Background: an optimization exercise with open tools, aiming at small area, a short achievable clock period and few clock cycles per item. Do not read the settings as production practice.

// gcd_multilane
module gcd_multilane #(
    parameter int width_p = 32,
    parameter int els_p   = 4
) (
    input  logic                       clk_i,
    input  logic                       reset_i,
    input  logic [2*width_p-1:0]       data_i,
    input  logic                       v_i,
    output logic                       ready_o,
    output logic [width_p-1:0]         data_o,
    output logic                       v_o,
    input  logic                       yumi_i,
    output logic [$clog2(els_p+1)-1:0] count_o
);
Size in the first run: roughly 980 cells after synthesis, about 7700 sq um of cells after synthesis.
==> module gcd_multilane, before the edit <==
module gcd_multilane #(
    parameter int width_p = 32,
    parameter int els_p   = 4
) (
    input  logic                       clk_i,
    input  logic                       reset_i,
    input  logic [2*width_p-1:0]       data_i,
    input  logic                       v_i,
    output logic                       ready_o,
    output logic [width_p-1:0]         data_o,
    output logic                       v_o,
    input  logic                       yumi_i,
    output logic [$clog2(els_p+1)-1:0] count_o
);
    localparam int sh_w   = $clog2(width_p);
    localparam int max_sh = 7;
    function automatic logic [sh_w-1:0] ctz(input logic [width_p-1:0] x);
        logic [width_p-1:0]           v;
        logic [width_p-1:0][sh_w-1:0] c;
        for (int i = 0; i < width_p; i++) begin
            v[i] = x[i];
            c[i] = '0;
        end
        for (int l = 0; l < sh_w; l++) begin
            for (int i = 0; i < (width_p >> (l + 1)); i++) begin
                c[i] = v[2*i] ? c[2*i] : (c[2*i+1] | sh_w'(1 << l));
                v[i] = v[2*i] | v[2*i+1];
            end
        end
        ctz = c[0];
    endfunction
    logic                busy_q;
    logic [width_p-1:0]  a_q, d_q;
    logic [2:0]          s_q;
    logic [sh_w-1:0]     k_q;
    logic                na_q;       
    logic                nb_q;       
    logic [width_p-1:0]  b;
    logic                accept, retire, done, eq;
    assign b       = d_q >> s_q;
    assign done    = eq || (a_q == '0) || (d_q == '0);
    assign ready_o = !reset_i && !busy_q;
    assign v_o     = busy_q && done;
    assign data_o  = a_q | b;
    assign count_o = {{($clog2(els_p+1)-1){1'b0}}, busy_q};
    assign accept  = v_i && ready_o;
    assign retire  = yumi_i && v_o;
    logic [width_p-1:0]  op_a, op_b;
    logic [sh_w-1:0]     tz_a, tz_b;
    assign op_a = data_i[width_p-1:0];
    assign op_b = data_i[2*width_p-1:width_p];
    assign tz_a = ctz(op_a);
    assign tz_b = ctz(op_b);
    logic [width_p-1:0]  g, p, gg, pp, g2, p2;
    logic [width_p-1:0]  diff, below, absd, a_step;
    logic                neg;
    logic [sh_w-1:0]     tz_x;
    logic [2:0]          sh;
    logic                sh_over;
    always_comb begin
        g  = a_q & ~b;
        p  = ~(a_q ^ b);
        gg = g;
        pp = p;
        gg[0] = g[0] | p[0];      
        for (int l = 1; l < width_p; l = l * 2) begin
            g2 = gg;
            p2 = pp;
            for (int i = 0; i < width_p; i++) begin
                if ((i / l) % 2 == 1) begin
                    g2[i] = gg[i] | (pp[i] & gg[(i / l) * l - 1]);
                    p2[i] = pp[i] & pp[(i / l) * l - 1];
                end
            end
            gg = g2;
            pp = p2;
        end
        diff[0]  = ~p[0];
        below[0] = 1'b0;
        for (int i = 1; i < width_p; i++) begin
            diff[i]  = p[i] ^ gg[i-1];
            below[i] = ~pp[i-1];
        end
        neg  = ~gg[width_p-1];
        eq   = pp[width_p-1];
        absd = diff ^ ({width_p{neg}} & below);
        tz_x    = ctz(~p);
        sh_over = ({1'b0, tz_x} >= {1'b0, k_q} + 6'd8);
        sh      = sh_over ? 3'(max_sh) : (tz_x[2:0] - k_q[2:0]);
        if (na_q)            a_step = b;
        else if (nb_q)       a_step = a_q;
        else if (neg)        a_step = a_q;
        else                 a_step = b;
    end
    always_ff @(posedge clk_i) begin
        if (reset_i) begin
            busy_q <= 1'b0;
        end else if (accept) begin
            busy_q <= 1'b1;
        end else if (retire) begin
            busy_q <= 1'b0;
        end
    end
    always_ff @(posedge clk_i) begin
        if (accept) begin
            a_q  <= op_a;
            d_q  <= op_b;
            s_q  <= '0;
            k_q  <= (tz_a < tz_b) ? tz_a : tz_b;
            na_q <= (tz_a > tz_b);
            nb_q <= (tz_b > tz_a);
        end else begin
            a_q  <= a_step;
            d_q  <= absd;
            s_q  <= sh;
            na_q <= 1'b0;
            nb_q <= sh_over;
        end
    end
endmodule
Settings: LEC_CHECK=0, CAP_MARGIN=20, CORE_MARGIN=2, CORE_UTILIZATION=40, SETUP_SLACK_MARGIN=3.5, SLEW_MARGIN=20; clock period 8.0 ns.
run.sh (not shown) runs the stock make flow with config.mk's settings and CLKGATE_MAP_FILE= SYNTH_SCRIPT=/design/flow/synth_recipe.tcl, a recipe that flattens the netlist after the stock synthesis.
Edit:
--- a/flow/design.v
+++ b/flow/design.v
@@ -30,18 +30,23 @@
         ctz = c[0];
     endfunction
+    function automatic logic [sh_w-1:0] enc(input logic [width_p-1:0] oh);
+        logic [sh_w-1:0] r;
+        r = '0;
+        for (int i = 0; i < width_p; i++) begin
+            if (oh[i]) r = r | sh_w'(i);
+        end
+        enc = r;
+    endfunction
     logic                busy_q;
-    logic [width_p-1:0]  a_q, d_q;
-    logic [2:0]          s_q;
+    logic [width_p-1:0]  a_q, b_q;
     logic [sh_w-1:0]     k_q;
     logic                na_q;       
     logic                nb_q;       
-    logic [width_p-1:0]  b;
-    logic                accept, retire, done, eq;
-    assign b       = d_q >> s_q;
-    assign done    = eq || (a_q == '0) || (d_q == '0);
+    logic                accept, retire, done;
+    assign done    = (a_q == b_q) || (a_q == '0) || (b_q == '0);
     assign ready_o = !reset_i && !busy_q;
     assign v_o     = busy_q && done;
-    assign data_o  = a_q | b;
-    assign count_o = {{($clog2(els_p+1)-1){1'b0}}, busy_q};
+    assign data_o  = a_q | b_q;
+    assign count_o = {{($bits(count_o)-1){1'b0}}, busy_q};
     assign accept  = v_i && ready_o;
     assign retire  = yumi_i && v_o;
@@ -53,5 +58,5 @@
     assign tz_b = ctz(op_b);
     logic [width_p-1:0]  g, p, gg, pp, g2, p2;
-    logic [width_p-1:0]  diff, below, absd, a_step;
+    logic [width_p-1:0]  diff, below, absd, a_step, b_step;
     logic                neg;
     logic [sh_w-1:0]     tz_x;
@@ -59,6 +64,6 @@
     logic                sh_over;
     always_comb begin
-        g  = a_q & ~b;
-        p  = ~(a_q ^ b);
+        g  = a_q & ~b_q;
+        p  = ~(a_q ^ b_q);
         gg = g;
         pp = p;
@@ -83,13 +88,13 @@
         end
         neg  = ~gg[width_p-1];
-        eq   = pp[width_p-1];
         absd = diff ^ ({width_p{neg}} & below);
-        tz_x    = ctz(~p);
+        tz_x    = enc(~p & ~below);
         sh_over = ({1'b0, tz_x} >= {1'b0, k_q} + 6'd8);
         sh      = sh_over ? 3'(max_sh) : (tz_x[2:0] - k_q[2:0]);
-        if (na_q)            a_step = b;
+        b_step  = absd >> sh;
+        if (na_q)            a_step = b_q;
         else if (nb_q)       a_step = a_q;
         else if (neg)        a_step = a_q;
-        else                 a_step = b;
+        else                 a_step = b_q;
     end
     always_ff @(posedge clk_i) begin
@@ -105,6 +110,5 @@
         if (accept) begin
             a_q  <= op_a;
-            d_q  <= op_b;
-            s_q  <= '0;
+            b_q  <= op_b;
             k_q  <= (tz_a < tz_b) ? tz_a : tz_b;
             na_q <= (tz_a > tz_b);
@@ -112,6 +116,5 @@
         end else begin
             a_q  <= a_step;
-            d_q  <= absd;
-            s_q  <= sh;
+            b_q  <= b_step;
             na_q <= 1'b0;
             nb_q <= sh_over;
=> Routed wire length went up by 18%; hold slack loses 0.014 ns; worst setup slack gets better by 0.24 ns; die area climbs by 7.1%.
No functional check of the RTL was part of any run of this note.

-- afterwards: timing with drivers on the ports --
Ports are ideal in the flow. The routed layouts listed here were re-timed in OpenROAD.
Step 1, drivers: a clkbuf_16 drives clk_i and a buf_2 each remaining input, both assumed.
Step 2, shift: input delay + t, output delay - t, t = (earliest + latest rising clock arrival at the registers) / 2. This alone moves slack from input paths to output paths.
a / b / c = ideal ports / drivers / drivers and shift; a / b = the first two.
| run | shift t [ns] | setup slack, ns | hold WS [ns] | worst setup path after step 2 | cell pins on the clock port's net |
|---|---|---|---|---|---|
| the first run | 0.393 | 3.004 / 2.960 / 3.247 | 0.538 / 0.538 / 0.538 | input to register | 1 |
| the second run | 0.392 | 3.244 / 3.244 / 3.244 | 0.524 / 0.524 / 0.524 | register to register | 1 |
After both steps every run listed still meets setup and hold.
